From an optimization exercise on the open Yosys and OpenROAD flow, aimed at small area, a short achievable clock period and few clock cycles per item; shortcuts taken in it are not production practice.
Only simulation tests tie the RTL to the original design; equivalence was not proved.
Power and IR drop assume default switching activity. The flow treats the clock pin as an ideal source, which a real chip does not have.

`flow/run.sh`:
```
#!/bin/bash
set -o pipefail
export BUFFER_PORTS_ARGS="-buffer_cell sky130_fd_sc_hd__buf_4"
export CTS_ARGS="-sink_clustering_enable -repair_clock_nets -sink_clustering_size 26 -sink_clustering_max_diameter 90 -dont_use_dummy_load"
bash standard.sh > standard.log 2>&1
```
`standard.sh`:
```
#!/bin/bash
# synth_recipe.tcl (not shown) runs the flow's synth.tcl, then flattens the netlist and writes it again
# the make line also repeats each setting of config.mk as NAME=value (left out here)
make -C /OpenROAD-flow-scripts/flow DESIGN_CONFIG=/design/flow/config.mk WORK_HOME=/design/flow/orfs CLKGATE_MAP_FILE= SYNTH_SCRIPT=/design/flow/synth_recipe.tcl "${@:-finish}"
```
`config.mk`:
```
export PLATFORM = sky130hd
export DESIGN_NAME = sync_nbank_fifo
export DESIGN_NICKNAME = sync_nbank_fifo
export VERILOG_FILES = /design/flow/design.v
export SDC_FILE = /design/flow/constraint.sdc
export NUM_CORES = 4
export LEC_CHECK = 0
export ABC_AREA = 1
export CAP_MARGIN = 20
export CORE_MARGIN = 2
export CORE_UTILIZATION = 55
export CTS_CLUSTER_DIAMETER = 90
export CTS_CLUSTER_SIZE = 26
export PLACE_DENSITY = 0.65
export SETUP_SLACK_MARGIN = 4.0
export SLEW_MARGIN = 20
```
`constraint.sdc`:
```
create_clock -name core_clock -period 6.5 [get_ports {clk}]
set_input_delay 1.3000 -clock core_clock [delete_from_list [all_inputs] [get_ports {clk}]]
set_output_delay 1.3000 -clock core_clock [all_outputs]
set_load 0.01 [all_outputs]
```
`design.v`:
```
package sync_nbank_fifo_pkg;
    localparam int NUM_RINGS = 16;
    localparam int RING_LEN  = 15;
endpackage
module sync_nbank_fifo #(
    parameter int DATA_WIDTH = 8,
    parameter int FIFO_DEPTH = 256,
    parameter int NUM_BANKS  = 2,
    parameter int AF_MARGIN  = 4,
    parameter int AE_MARGIN  = 4
) (
    input  logic                          clk,
    input  logic                          rstn,
    input  logic [DATA_WIDTH-1:0]         in_data,
    input  logic                          in_valid,
    output logic                          in_ready,
    output logic [DATA_WIDTH-1:0]         out_data,
    output logic                          out_valid,
    input  logic                          out_ready,
    input  logic                          clear,
    output logic [$clog2(FIFO_DEPTH):0]   count
);
    localparam int DW = DATA_WIDTH;
    localparam int NR = sync_nbank_fifo_pkg::NUM_RINGS;    
    localparam int RL = sync_nbank_fifo_pkg::RING_LEN;     
    localparam int CW = $clog2(FIFO_DEPTH) + 1;            
    if (FIFO_DEPTH != NR * (RL + 1) || NR != 16) begin : g_bad_cfg
        $error("sync_nbank_fifo: unsupported parameter set");
    end
    logic [3:0]    wring;
    logic [3:0]    wdist;
    logic [3:0]    rring;
    logic [3:0]    rdist;
    logic [NR-1:0] ov;           
    logic [NR-1:0] orow;         
    logic [NR-1:0] tap1;         
    logic          in_ready_q;
    logic          out_valid_q;
    logic [DW-1:0] out_q;        
    logic [NR*DW-1:0] onext;     
    logic [NR-1:0]    ov_hold;   
    logic             bypass;    
    logic          wr_fire;
    logic          out_fire;
    logic          wr_raw;
    logic          rd_raw;
    logic          byp_raw;
    logic          empty_next;   
    logic [NR-1:0] ov_next;
    logic [3:0]    rring_p1;
    logic [3:0]    wring_p1;
    logic [3:0]    rring_next;
    logic [3:0]    wring_next;
    function automatic logic [3:0] dist_dec(input logic [3:0] s);
        dist_dec = (s == 4'd0) ? 4'(RL - 1) : s - 4'd1;
    endfunction
    assign in_ready  = in_ready_q;
    assign out_valid = out_valid_q;
    assign out_data  = out_q;
    assign wr_fire  = in_valid && in_ready_q && !clear;
    assign out_fire = out_valid_q && out_ready && !clear;
    assign wr_raw   = in_valid && in_ready_q;
    assign rd_raw   = out_valid_q && out_ready;
    logic [NR-1:0] ge_r;         
    logic [NR-1:0] lt_w;         
    logic          r_le_w;       
    logic [3:0]    hz;           
    assign r_le_w = (rring <= wring);
    for (genvar k = 0; k < NR; k++) begin : g_dec
        assign ge_r[k] = (4'(k) >= rring);
        assign lt_w[k] = (4'(k) < wring);
    end
    for (genvar k = 0; k < 4; k++) begin : g_hz
        assign hz[k] = (count[CW-1:4] == 5'(k));
    end
    for (genvar r = 0; r < NR; r++) begin : g_ring
        logic [DW*RL-1:0] ring;      
        logic [DW-1:0]    o_q;
        logic [DW-1:0]    tap;
        logic [DW-1:0]    o_d;
        logic             wr_here;
        logic             wr_data;   
        logic             o_from_t;
        logic             o_direct;
        logic             consume;
        logic             inc;       
        logic             dec;
        logic             extra;     
        logic             is1;       
        logic             rz;        
        assign tap      = ring[(RL-1)*DW +: DW];
        assign wr_here  = wr_fire && (wring == 4'(r));
        assign wr_data  = in_ready_q && (wring == 4'(r));
        assign consume  = out_fire && (rring == 4'(r));
        assign o_from_t = !ov[r] && !rz && orow[r];
        assign o_direct = !ov[r] && rz && wr_here;
        assign inc = wr_here && !(!ov[r] && rz);
        assign dec = o_from_t;
        assign extra = r_le_w ? (ge_r[r] && lt_w[r]) : (ge_r[r] || lt_w[r]);
        always_comb begin
            case ({ov[r], extra})
                2'b00:   is1 = hz[1];
                2'b01:   is1 = hz[0];
                2'b10:   is1 = hz[2];
                default: is1 = hz[1];
            endcase
        end
        assign ov_hold[r] = ov[r] || o_from_t;
        assign ov_next[r] = ov[r] ? !consume : (o_from_t || o_direct);
        always_ff @(posedge clk or negedge rstn) begin
            if (!rstn) begin
                rz <= 1'b1;
            end else if (clear) begin
                rz <= 1'b1;
            end else if (inc && !dec) begin
                rz <= 1'b0;
            end else if (dec && !inc) begin
                rz <= is1;
            end
        end
        assign onext[r*DW +: DW] = ov[r] ? o_q : tap;
        assign o_d = (rz && !ov[r]) ? in_data : onext[r*DW +: DW];
        always_ff @(posedge clk) begin
            ring[DW-1:0]     <= wr_data ? in_data : tap;
            ring[DW*RL-1:DW] <= ring[DW*(RL-1)-1:0];
            o_q <= o_d;
        end
    end
    assign rring_p1   = rring + 4'd1;
    assign wring_p1   = wring + 4'd1;
    assign rring_next = out_fire ? rring_p1 : rring;
    assign wring_next = wr_fire ? wring_p1 : wring;
    assign bypass  = wr_fire && (count == '0 || (count == CW'(1) && out_fire));
    assign byp_raw = wr_raw && (count == '0 || (count == CW'(1) && rd_raw));
    assign empty_next = clear || (!wr_fire && (count == '0 || (count == CW'(1) && out_fire)));
    assign orow = tap1 | ((rdist == 4'd0) ? {tap1[0], tap1[NR-1:1]} : '0);
    always_ff @(posedge clk) begin
        if (clear)
            tap1 <= NR'(1);
        else if (empty_next)
            tap1 <= NR'(1) << (out_fire ? rring_p1 : rring);
        else if (!out_fire && rdist == 4'd1)
            tap1 <= {tap1[NR-3:0], tap1[NR-1:NR-2]};
        else
            tap1 <= {tap1[NR-2:0], tap1[NR-1]};
    end
    always_ff @(posedge clk or negedge rstn) begin
        if (!rstn) begin
            wring       <= '0;
            wdist       <= '0;
            rring       <= '0;
            rdist       <= '0;
            count       <= '0;
            ov          <= '0;
            in_ready_q  <= 1'b0;
            out_valid_q <= 1'b0;
        end else if (clear) begin
            wring       <= '0;
            wdist       <= '0;
            rring       <= '0;
            rdist       <= '0;
            count       <= '0;
            ov          <= '0;
            in_ready_q  <= 1'b1;
            out_valid_q <= 1'b0;
        end else begin
            wring <= wring_next;
            rring <= rring_next;
            if (empty_next) begin
                wdist <= '0;
                rdist <= '0;
            end else begin
                if (!wr_fire)  wdist <= dist_dec(wdist);
                if (!out_fire) rdist <= dist_dec(rdist);
            end
            case ({wr_fire, out_fire})
                2'b10:   count <= count + CW'(1);
                2'b01:   count <= count - CW'(1);
                default: ;
            endcase
            ov <= ov_next;
            case ({wr_fire, out_fire})
                2'b00:   in_ready_q <= (count == '0 || wdist == 4'd1) && count != CW'(FIFO_DEPTH);
                2'b10:   in_ready_q <= (count != CW'(FIFO_DEPTH - 1));
                2'b01:   in_ready_q <= (count == CW'(1) || wdist == 4'd1);
                default: in_ready_q <= 1'b1;
            endcase
            out_valid_q <= bypass || (out_fire ? ov_hold[rring_p1] : ov_hold[rring]);
        end
    end
    always_ff @(posedge clk) begin
        out_q <= byp_raw ? in_data : onext[(rd_raw ? rring_p1 : rring)*DW +: DW];
    end
endmodule
```
==> impl_metrics.yaml, run 1 <==
synthesis:
  yosysWarningCount: 1
  syn_inst: 4026
  seq_area_frac_synth: 0.818
  asyncSetResetFlopFracSynth: 0.0277
  number_of_flip_flops_and_latches_in_the_synthesized_netlist: 2131
  synth.cell_area_mm2: 0.0525
  synth_enable_flop_cells: 0
  postSynthNetCount: 4091
  synthesized_area_per_cell_um2: 13.1
  ys_dominant_reg_cell: "dfxtp_1"
  yosysUniqueCellTypes: 50
job:
  maxCapViolCount: 0
sta:
  grt_setup_unrepaired: "yes"
  clock.fmax_mhz: 378
  slew-limit-headroom: 0.258
  setup_viol_count_final: 0
  tightestPinTransition_ns: 1.11
  hold-worst-slack_ns: 0.298
  drv_slew: 0
  timing.clock.skew_ns: 0.0527
  final_critical_path_time_including_i_o_delays_and_setup_ns: 2.65
  layout_worst_path_cycle_share: 0.407
  hold_violation_count_in_the_final_report: 0
  finalSetupTns_ns: 0
run_status:
  run_status: "no timing/DRC/antenna violations"
setup_path:
  crit_type: "register to output pin"
  worstSetupEndpointType: "output pin"
  worst-r2r-cell-count: 13
  levels_on_crit_path: 2
  worstPathMaxFanout: 2
  crit_chain: "buf_12, buf_6"
  crit_path_top_delay_cell: "dfrtp_1"
  crit_path_max_incr_delay_ns: 0.43
  arrival_ns: 1.34
  crit_buf_inv: 2
  critPathLaunchType: "register"
  worst_ep_required_time_ns: 5.20
  cpLargestDelayFamily: "flip-flops"
cts:
  cts.root.buffer_cell: "clkbuf_16"
  clkSlewWorstSetupHoldPaths_ns: 0.10
  clock-sinks: 2131
  cts_inserted_buffers: 93
  cts.path.max_buffers: 3
  cts.htree.levels: 3
  cts_tree: "built"
  cts.hold.buffers_added: 0
  worst_skew_pair_later_pin_latency_ns: 0.68
power_and_ir_drop:
  power.leakage_nw: 23.6
  power_per_cell_area_mw_per_mm2: 382
  ir_drop_uv: 303
  power_mw: 21.8
floorplan:
  std_cell_rows: 113
  die_area_mm2: 0.0980
  coreArea_mm2: 0.0949
  die_h_um: 313
  dieWidth_um: 313
  floorplan.initialDensity: 0.554
  num_io_pins: 32
place:
  place_congestion: 0.931
  numPlacedInstances: 5216
  total_half_perimeter_wirelength_after_legalization_and_detailed_placement_mm: 66.1
  port_bufs: 31
drt:
  detailedRoute.firstIterationViolations: 2412
  post_drt_wl_per_cell_um: 18.6
  drt_pass1_iterations: 6
  route.antenna.remaining_nets: 0
  routed-via-count: 26271
  routed_wirelength_mm: 99.6
  vias_per_cell: 4.90
  drcViolationCount: 0
global_route:
  grt_start_max_net_pins: 68
  first_global_vias: 24102
  grt_use_total: 0.202
  grt_antenna_before_repair: 3
  grt_pass1_wl_mm: 149
  congestion_overflow_gr: 0
layout:
  syn_to_final_growth_pct: 8.69
  multiInputGateArea_mm2: 0.00870
  fillCellCount: 7418
  num-nets-final: 4155
  final_common_cell: "dfxtp_1"
  drive_above_1_share: 0.0783
  most-common-layout-cells: "dfxtp_1 (2064), nand2_1 (608), o21ai_0 (308)"
  final_cell_count_without_fillers: 5359
  regArea_mm2: 0.0430
min_path:
  hold_class: "register to register"
  hold_depth: 0
-- routing by layer --
metal / vias up / routed length, um / global-route usage
met2: 715 / 41600 / 0.300
met4: 0 / 3530 / 0.0698
met3: 195 / 5500 / 0.0311
met5: - / 0 / 0
met1: 12438 / 49000 / 0.303
li1: 12923 / - / -
-- final timing paths --
check | start | to | slack (ns)
max in group asynchronous | rstn | rring[1] | 5.13
max reg2reg | rring[1] | g_ring[4].rz | 3.98
min | g_ring[14].ring[11] | g_ring[14].ring[19] | 0.30
min reg2reg | g_ring[14].ring[11] | g_ring[14].ring[19] | 0.30
min in group asynchronous | rstn | count[3] | 0.72
max | in_ready_q | in_ready | 3.86
-- where the power goes --
group / switching, mW / leakage [nW] / internal, mW
sequential: 0.341 / 17.7 / 14.0
clock: 3.55 / 1.15 / 2.56
combinational: 0.925 / 4.77 / 0.500
total: 4.81 / 23.6 / 17.0
-- per-stage QoR --
step	setup WS [ns]	utilization	instance area (um^2)
5_1_grt	3.80	0.602	57100
6_report	3.86	0.602	57100
4_1_cts	3.81	0.599	56800
3_3_place_gp	2.24	0.569	54000
2_1_floorplan	4.00	-	52600
3_5_place_dp	2.65	0.569	54000
-- cell families after synthesis --
logic type,count (synthesis),synth area share
muxes,113,0.0215
DFF,2131,0.818
and+or+nand+nor,964,0.0761
buffers and inverters,293,0.0224
xor gates and xnor gates,8,0.00183
AOI/OAI and AO/OA,464,0.0478
adders and majority gates,53,0.0126
-- flip-flops by register name, indices dropped and copies added, names as in the netlist, 4 cells and up --
| name | count |
|---|---|
| g_ring.o_q | 128 |
| wring | 4 |
| rdist | 4 |
| rring | 4 |
| g_ring.rz | 16 |
| tap1 | 16 |
| out_q | 8 |
| ov | 16 |
| count | 9 |
| wdist | 4 |
| g_ring.ring | 1920 |
-- cells in the mapped netlist (43+ instances only) --
master    count  share of area
clkbuf_1     65         0.0046
buf_2        43         0.0041
ha_1         52          0.012
a21oi_1      56         0.0053
dfrtp_1      43          0.020
inv_1       159          0.011
nor2_1      134         0.0096
o21ai_0     326          0.031
nand3_1     143          0.014
mux2i_1     113          0.022
dfxtp_1    2072           0.79
nand2_1     620          0.044
-- area by class of cell --
type / instances / share of cell area
Multi-Input combinational cell: 1605 / 0.152
Sequential cell: 2131 / 0.753
Tap cell: 1265 / 0.0277
Clock buffer: 93 / 0.0407
Inverter: 174 / 0.0125
Timing Repair Buffer: 85 / 0.0131
Antenna cell: 6 / 0.000263
-- repair_timing --
item,in CTS,in global routing
hold endpoints to repair,0,0
buffers inserted,35,6
setup endpoints to repair,86,67
resized for setup,84,61
pin swaps,4,10
cloned,1,2
Testbench counts, summed over its fixed seeds: cycles 12,164, items 11,200.
==> inputs of run 2 (changes only) <==
--- a/config.mk
+++ b/config.mk
@@ -8,9 +8,9 @@
 export ABC_AREA = 1
 export CAP_MARGIN = 20
 export CORE_MARGIN = 2
-export CORE_UTILIZATION = 55
+export CORE_UTILIZATION = 65
 export CTS_CLUSTER_DIAMETER = 90
 export CTS_CLUSTER_SIZE = 26
-export PLACE_DENSITY = 0.65
+export PLACE_DENSITY = 0.75
 export SETUP_SLACK_MARGIN = 4.0
 export SLEW_MARGIN = 20
==> impl_metrics.yaml, run 2 <==
synthesis:
  ys_dominant_reg_cell: "dfxtp_1"
  postSynthNetCount: 4091
  yosys.area_share.simple: 0.0761
  number_of_flip_flops_and_latches_in_the_synthesized_netlist: 2131
  yosysWarningCount: 1
  seq_area_frac_synth: 0.818
  yosysTopAreaCell: "dfxtp_1"
  yosys.area_share.xor_xnor: 0.00183
  synth_area_leaders: "dfxtp_1 (79%), nand2_1 (4.4%), o21ai_0 (3.1%)"
  area_share_of_the_largest_cell_type_after_synthesis: 0.789
  main_combinational_cell_family_by_area_after_synthesis: "simple AND/OR/NAND/NOR gates"
  synth_mux_area_frac: 0.0215
  synth.cell_area_mm2: 0.0525
  yosysUniqueCellTypes: 50
  synth_fa_ha_area_frac: 0.0126
  synth-compound-area-share: 0.0478
  yosys-top-cells-count: "dfxtp_1 (2072), nand2_1 (620), o21ai_0 (326)"
  syn_inst: 4026
  asyncSetResetFlopFracSynth: 0.0277
  cell_with_the_most_instances_after_synthesis: "dfxtp_1"
  synth_enable_flop_cells: 0
  synthesized_area_per_cell_um2: 13.1
sta:
  layout_setup_ws_ns: 3.94
  final_critical_path_time_including_i_o_delays_and_setup_ns: 2.56
  drv_slew: 0
  setup_viol_count_final: 0
  slew-limit-headroom: 0.219
  finalSetupTns_ns: 0
  grt_setup_unrepaired: "yes"
  timing.clock.skew_ns: 0.101
  tightestPinTransition_ns: 1.17
  clock.fmax_mhz: 390
  hold_violation_count_in_the_final_report: 0
  layout_worst_path_cycle_share: 0.394
drt:
  drt_pass1_iterations: 5
  detailedRoute.firstIterationViolations: 2305
  route.antenna.remaining_nets: 0
  routed-via-count: 26628
  drcViolationCount: 0
  post_drt_wl_per_cell_um: 20.4
  routed_wirelength_mm: 105
  vias_per_cell: 5.16
layout:
  fillCellCount: 5304
  final_common_cell: "dfxtp_1"
  layout.cell_area.non_filler_mm2: 0.0568
  top_register: "g_ring.ring"
  syn_to_final_growth_pct: 8.15
  reg.largest.list: "g_ring.ring: 1920 flops, g_ring.o_q: 128 flops"
  multiInputGateArea_mm2: 0.00864
  largest_reg_flops: 1920
  regArea_mm2: 0.0430
  num-nets-final: 4160
  most-common-layout-cells: "dfxtp_1 (2064), nand2_1 (611), o21ai_0 (304)"
  drive_above_1_share: 0.0772
floorplan:
  die_area_mm2: 0.0831
  floorplan.initialDensity: 0.655
  dieWidth_um: 288
  die_h_um: 288
  coreArea_mm2: 0.0803
  num_io_pins: 32
  std_cell_rows: 104
cts:
  worst_skew_pair_later_pin_latency_ns: 0.71
  cts_tree: "built"
  cts.root.buffer_cell: "clkbuf_16"
  clock-sinks: 2131
  clkSlewWorstSetupHoldPaths_ns: 0.09
  cts.hold.buffers_added: 0
  cts.path.max_buffers: 3
  cts_inserted_buffers: 94
  cts.htree.levels: 3
setup_path:
  worstPathMaxFanout: 2
  crit_path_max_incr_delay_ns: 0.41
  worst_ep_required_time_ns: 5.20
  arrival_ns: 1.26
  crit_chain: "buf_12, buf_6"
  crit_type: "register to output pin"
  critPathLaunchType: "register"
  crit_path_top_delay_cell: "dfrtp_1"
  worstSetupEndpointType: "output pin"
min_path:
  hold_class: "register to register"
global_route:
  first_global_vias: 24970
  grt_start_max_net_pins: 68
  grt_use_total: 0.252
  grt_pass1_wl_mm: 154
  congestion_overflow_gr: 0
  grt_antenna_before_repair: 5
place:
  place_area_mm2: 0.0537
  total_half_perimeter_wirelength_after_legalization_and_detailed_placement_mm: 68.3
  place_congestion: 0.957
  port_bufs: 31
  placement.setup.worst_slack_ns: 2.69
job:
  maxCapViolCount: 0
power_and_ir_drop:
  ir_drop_uv: 344
  power.leakage_nw: 23.7
  power_per_cell_area_mw_per_mm2: 386
run_status:
  run_status: "no timing/DRC/antenna violations"
-- run 2: cell counts after synthesis --
Identical to the previous run, type by type.
-- run 2: per-layer routing --
| layer | global-route usage | part of all wire | vias up |
|---|---|---|---|
| li1 | - | - | 12929 |
| met1 | 0.362 | 0.46 | 12743 |
| met2 | 0.395 | 0.45 | 756 |
| met3 | 0.0328 | 0.053 | 194 |
| met4 | 0.0955 | 0.038 | 6 |
| met5 | 0 | 0.00032 | - |
-- run 2: cell type report --
type                            instances  share of cell area
Antenna cell                            7            0.000308
Inverter                              174              0.0123
Clock buffer                           94              0.0414
Tap cell                             1060              0.0233
Timing Repair inverter                  1           0.0000881
Timing Repair Buffer                   90              0.0137
Multi-Input combinational cell       1603               0.152
Sequential cell                      2131               0.757
-- run 2: final timing paths --
kind	end	slack, ns	cells after the start	start
min in group asynchronous	count[2]	0.74	1	rstn
setup / recovery	in_ready	3.94	2	in_ready_q
max in group asynchronous	rring[2]	5.07	1	rstn
hold reg to reg	g_ring[6].ring[15]	0.27	0	g_ring[6].ring[7]
setup reg to reg	g_ring[11].ring[7]	3.97	4	wring[1]
hold / removal	g_ring[6].ring[15]	0.27	0	g_ring[6].ring[7]
-- run 2: where the power goes --
group	switching [mW]	internal [mW]	total, mW
sequential	0.356	14.0	14.3
combinational	0.919	0.496	1.42
clock	3.63	2.59	6.22
-- run 2: cell families (layout without fill, tap and decap cells) --
logic type	Yosys count	in the layout
multiplexers	113	113
flip-flops	2131	2131
adder cells (fa/ha/maj)	53	53
XOR/XNOR	8	8
other	0	7
buffers and inverters	293	359
AO/OA/AOI/OAI	464	465
AND/OR/NAND/NOR	964	964
-- run 2: metrics by stage --
stage | utilization | hold slack (ns) | total power, mW | instances
2_1_floorplan | - | 0.310 | 15.3 | 4026
3_3_place_gp | 0.669 | 0.310 | 15.8 | 5006
3_5_place_dp | 0.669 | 0.312 | 15.8 | 5006
4_1_cts | 0.704 | 0.272 | 22.0 | 5142
5_1_grt | 0.708 | 0.279 | 22.7 | 5153
6_report | 0.708 | 0.269 | 22.0 | 5160
-- run 2: worst max-delay path, delay by kind of cell (launching register included) --
kind	cells	cell delay, ns
DFF	1	0.41
buffers and inverters	2	0.25
-- run 2: timing repair --
item	4_1_cts	5_1_grt
endpoints found under the setup margin	85	74
pin swaps	5	7
gates cloned	2	1
setup buffers	40	9
gates resized for setup	75	51
==> inputs of run 3 (changes only) <==
==> flow/run.sh (replaced) <==
#!/bin/bash
set -o pipefail
export BUFFER_PORTS_ARGS="-buffer_cell sky130_fd_sc_hd__buf_4"
export CTS_ARGS="-sink_clustering_enable -repair_clock_nets -sink_clustering_size 30 -sink_clustering_max_diameter 100 -dont_use_dummy_load"
bash standard.sh > standard.log 2>&1
--- a/config.mk
+++ b/config.mk
@@ -9,8 +9,8 @@
 export CAP_MARGIN = 20
 export CORE_MARGIN = 2
 export CORE_UTILIZATION = 65
-export CTS_CLUSTER_DIAMETER = 90
-export CTS_CLUSTER_SIZE = 26
+export CTS_CLUSTER_DIAMETER = 100
+export CTS_CLUSTER_SIZE = 30
 export PLACE_DENSITY = 0.75
 export SETUP_SLACK_MARGIN = 4.0
 export SLEW_MARGIN = 20
==> impl_metrics.yaml, run 3 <==
min_path:
  hold_class: "register to register"
  worstHoldStart: "g_ring[0].ring[7]"
  hold_depth: 0
  worst_hold_path.endpoint: "g_ring[0].ring[15]"
place:
  place_area_mm2: 0.0537
  port_bufs: 31
  place_congestion: 0.957
  total_half_perimeter_wirelength_after_legalization_and_detailed_placement_mm: 68.3
  placement.setup.worst_slack_ns: 2.69
sta:
  slew-limit-headroom: 0.250
  clock.fmax_mhz: 384
  layout_setup_ws_ns: 3.90
  setup_viol_count_final: 0
  drv_slew: 0
  hold_violation_count_in_the_final_report: 0
  grt_setup_unrepaired: "yes"
  hold-worst-slack_ns: 0.291
  timing.clock.skew_ns: 0.0919
  finalSetupTns_ns: 0
  final_critical_path_time_including_i_o_delays_and_setup_ns: 2.60
  layout_worst_path_cycle_share: 0.401
  tightestPinTransition_ns: 1.12
synthesis:
  synthesized_area_per_cell_um2: 13.1
  yosysUniqueCellTypes: 50
  seq_area_frac_synth: 0.818
  number_of_flip_flops_and_latches_in_the_synthesized_netlist: 2131
  yosysWarningCount: 1
  yosysTopAreaCell: "dfxtp_1"
  synth_area_leaders: "dfxtp_1 (79%), nand2_1 (4.4%), o21ai_0 (3.1%)"
  yosys-top-cells-count: "dfxtp_1 (2072), nand2_1 (620), o21ai_0 (326)"
  postSynthNetCount: 4091
  asyncSetResetFlopFracSynth: 0.0277
  synth.cell_area_mm2: 0.0525
  syn_inst: 4026
  area_share_of_the_largest_cell_type_after_synthesis: 0.789
  ys_dominant_reg_cell: "dfxtp_1"
  synth_enable_flop_cells: 0
  cell_with_the_most_instances_after_synthesis: "dfxtp_1"
floorplan:
  num_io_pins: 32
  dieWidth_um: 288
  std_cell_rows: 104
  floorplan.initialDensity: 0.655
  coreArea_mm2: 0.0803
  die_area_mm2: 0.0831
  die_h_um: 288
global_route:
  grt_antenna_before_repair: 5
  grt_use_total: 0.250
  grt_pass1_wl_mm: 153
  first_global_vias: 24681
  grt_start_max_net_pins: 68
  congestion_overflow_gr: 0
power_and_ir_drop:
  power_switching_share: 0.224
  ir_drop_uv: 362
  combinationalPowerShare: 0.066
  power.leakage_nw: 23.5
  power_per_cell_area_mw_per_mm2: 382
  power.internal_mw: 16.8
  share_clk_of_total_power: 0.271
  fraction_of_power_consumed_by_sequential_logic: 0.663
  power_switching_mw: 4.85
drt:
  detailedRoute.firstIterationViolations: 2253
  met3WireLength_mm: 5.63
  detailroute.wirelength.met2_mm: 47.2
  route.layer.met1.wl_mm: 48.4
  post_drt_wl_per_cell_um: 20.4
  drcViolationCount: 0
  routed-via-count: 26556
  route.antenna.remaining_nets: 0
  vias_per_cell: 5.16
  routed_wirelength_mm: 105
  dr.max_layer_used: "met5"
  drt_pass1_iterations: 5
setup_path:
  cpLargestDelayFamily: "simple AND/OR/NAND/NOR gates"
  critical_path.reg2reg.startpoint: "wring[3]"
  timing.critical_path.mode_cell: "buf_4"
  crit_path_top_delay_cell: "o21ai_0"
  worst_ep_required_time_ns: 7.01
  minimum_setup_slack_among_reg_to_reg_paths_ns: 3.90
  crit_type: "register to register"
  crit_path_max_incr_delay_ns: 0.67
  worstPathMaxFanout: 16
  worstSetupEndpointType: "register"
  worst-r2r-cell-count: 7
  r2r_endpoint: "g_ring[5].ring[3]"
  arrival_ns: 3.12
  crit_buf_inv: 3
  critPathLaunchType: "register"
  crit_chain: "buf_4, buf_4, nor2_1, inv_1, nor3_1, nand2_1, o21ai_0"
cts:
  cts.htree.levels: 3
  cts.root.buffer_cell: "clkbuf_16"
  cts.hold.buffers_added: 0
  clock-sinks: 2131
  worst_skew_pair_later_pin_latency_ns: 0.68
  clkSlewWorstSetupHoldPaths_ns: 0.10
  cts_tree: "built"
  cts.path.max_buffers: 3
  cts_inserted_buffers: 82
layout:
  final_common_cell: "dfxtp_1"
  drive_above_1_share: 0.0750
  regArea_mm2: 0.0430
  reg.largest.list: "g_ring.ring: 1920 flops, g_ring.o_q: 128 flops"
  fin_util: 0.705
  multiInputGateArea_mm2: 0.00865
  num-nets-final: 4149
  fillCellCount: 5311
  most-common-layout-cells: "dfxtp_1 (2064), nand2_1 (611), o21ai_0 (302)"
  syn_to_final_growth_pct: 7.68
  top_register: "g_ring.ring"
  largest_reg_flops: 1920
  layout.cell_area.non_filler_mm2: 0.0566
job:
  maxCapViolCount: 0
run_status:
  run_status: "no timing/DRC/antenna violations"
==> run 3: cell counts after synthesis <==
Identical to the previous run, type by type.
==> run 3: power by group through the flow <==
stage	Combinational [mW]	Sequential, mW	Clock [mW]
5_1_grt	1.56	14.4	6.39
6_report	1.43	14.3	5.85
3_3_place_gp	1.21	14.6	0
3_5_place_dp	1.23	14.6	0
2_1_floorplan	0.838	14.4	0
4_1_cts	1.33	14.3	5.97
==> run 3: layout make-up <==
cell class / count / area share
inverters: 174 / 0.0124
flip-flops and latches: 2131 / 0.760
repair buffers: 91 / 0.0144
multi-input cells: 1603 / 0.153
well taps: 1060 / 0.0234
clock buffers: 82 / 0.0363
diodes: 4 / 0.000177
repair inverters: 1 / 0.0000884
==> run 3: per-stage QoR <==
stage,cells,power [mW]
2_1_floorplan,4026,15.3
6_report,5146,21.6
3_5_place_dp,5006,15.8
4_1_cts,5127,21.6
3_3_place_gp,5006,15.8
5_1_grt,5142,22.4
==> run 3: worst max path at each step <==
stage / from / slack, ns / end / cells after the start
finish: wring[3] / 3.90 / g_ring[5].ring[3] / 7
global route: wring[0] / 3.80 / g_ring[4].rz / 14
CTS: in_ready_q / 3.93 / in_ready / 2
detailed placement: out_ready / 2.69 / out_q[4] / 12
global placement: out_ready / 2.76 / out_q[6] / 12
floorplan: clear / 4.00 / out_valid_q / 15
==> run 3: cell families after synthesis <==
family | after synthesis | share of synthesized area
muxes | 113 | 0.0215
DFF | 2131 | 0.818
buffers and inverters | 293 | 0.0224
xor gates and xnor gates | 8 | 0.00183
and+or+nand+nor | 964 | 0.0761
adders and majority gates | 53 | 0.0126
AOI/OAI and AO/OA | 464 | 0.0478
==> run 3: timing repair <==
action | 4_1_cts | 5_1_grt
setup buffers | 37 | 13
cloned | 2 | 1
setup endpoints to repair | 87 | 79
hold endpoints to repair | 0 | 0
gates resized for setup | 79 | 61
pin swaps | 5 | 9
==> run 3: metal layers <==
metal  GRT usage  up-vias
met5           0        -
met4      0.0926        2
met3      0.0311      184
met2       0.394      771
met1       0.357    12710
li1            -    12889

[separate check: timing with driven ports]
How much do the figures lean on ideal ports? The routed layouts below were timed once more, with nothing changed but the port constraints. Step 1 assumes that a clkbuf_16 drives the clock port and a buf_2 every other input. Step 2 moves the port delays by t, midway between the first and last clock arrival at a register: inputs arrive t later, outputs are due t later. That takes back most of the time a late clock gives input paths. Slacks: ideal ports / drivers / drivers and shift; pairs: ideal ports / drivers.
run	t (ns)	slack for setup (ns)	worst data-port slew with drivers (ns)
run 1	0.730	3.855 / 3.786 / 3.263	0.06
run 2	0.728	3.936 / 3.871 / 3.299	0.09
run 3	0.698	3.896 / 3.896 / 3.355	0.10
After both steps every run listed still meets setup and hold. For run 2, which loses most, drivers alone change the setup slack by -0.065 ns; drivers and shift together by -0.637 ns.
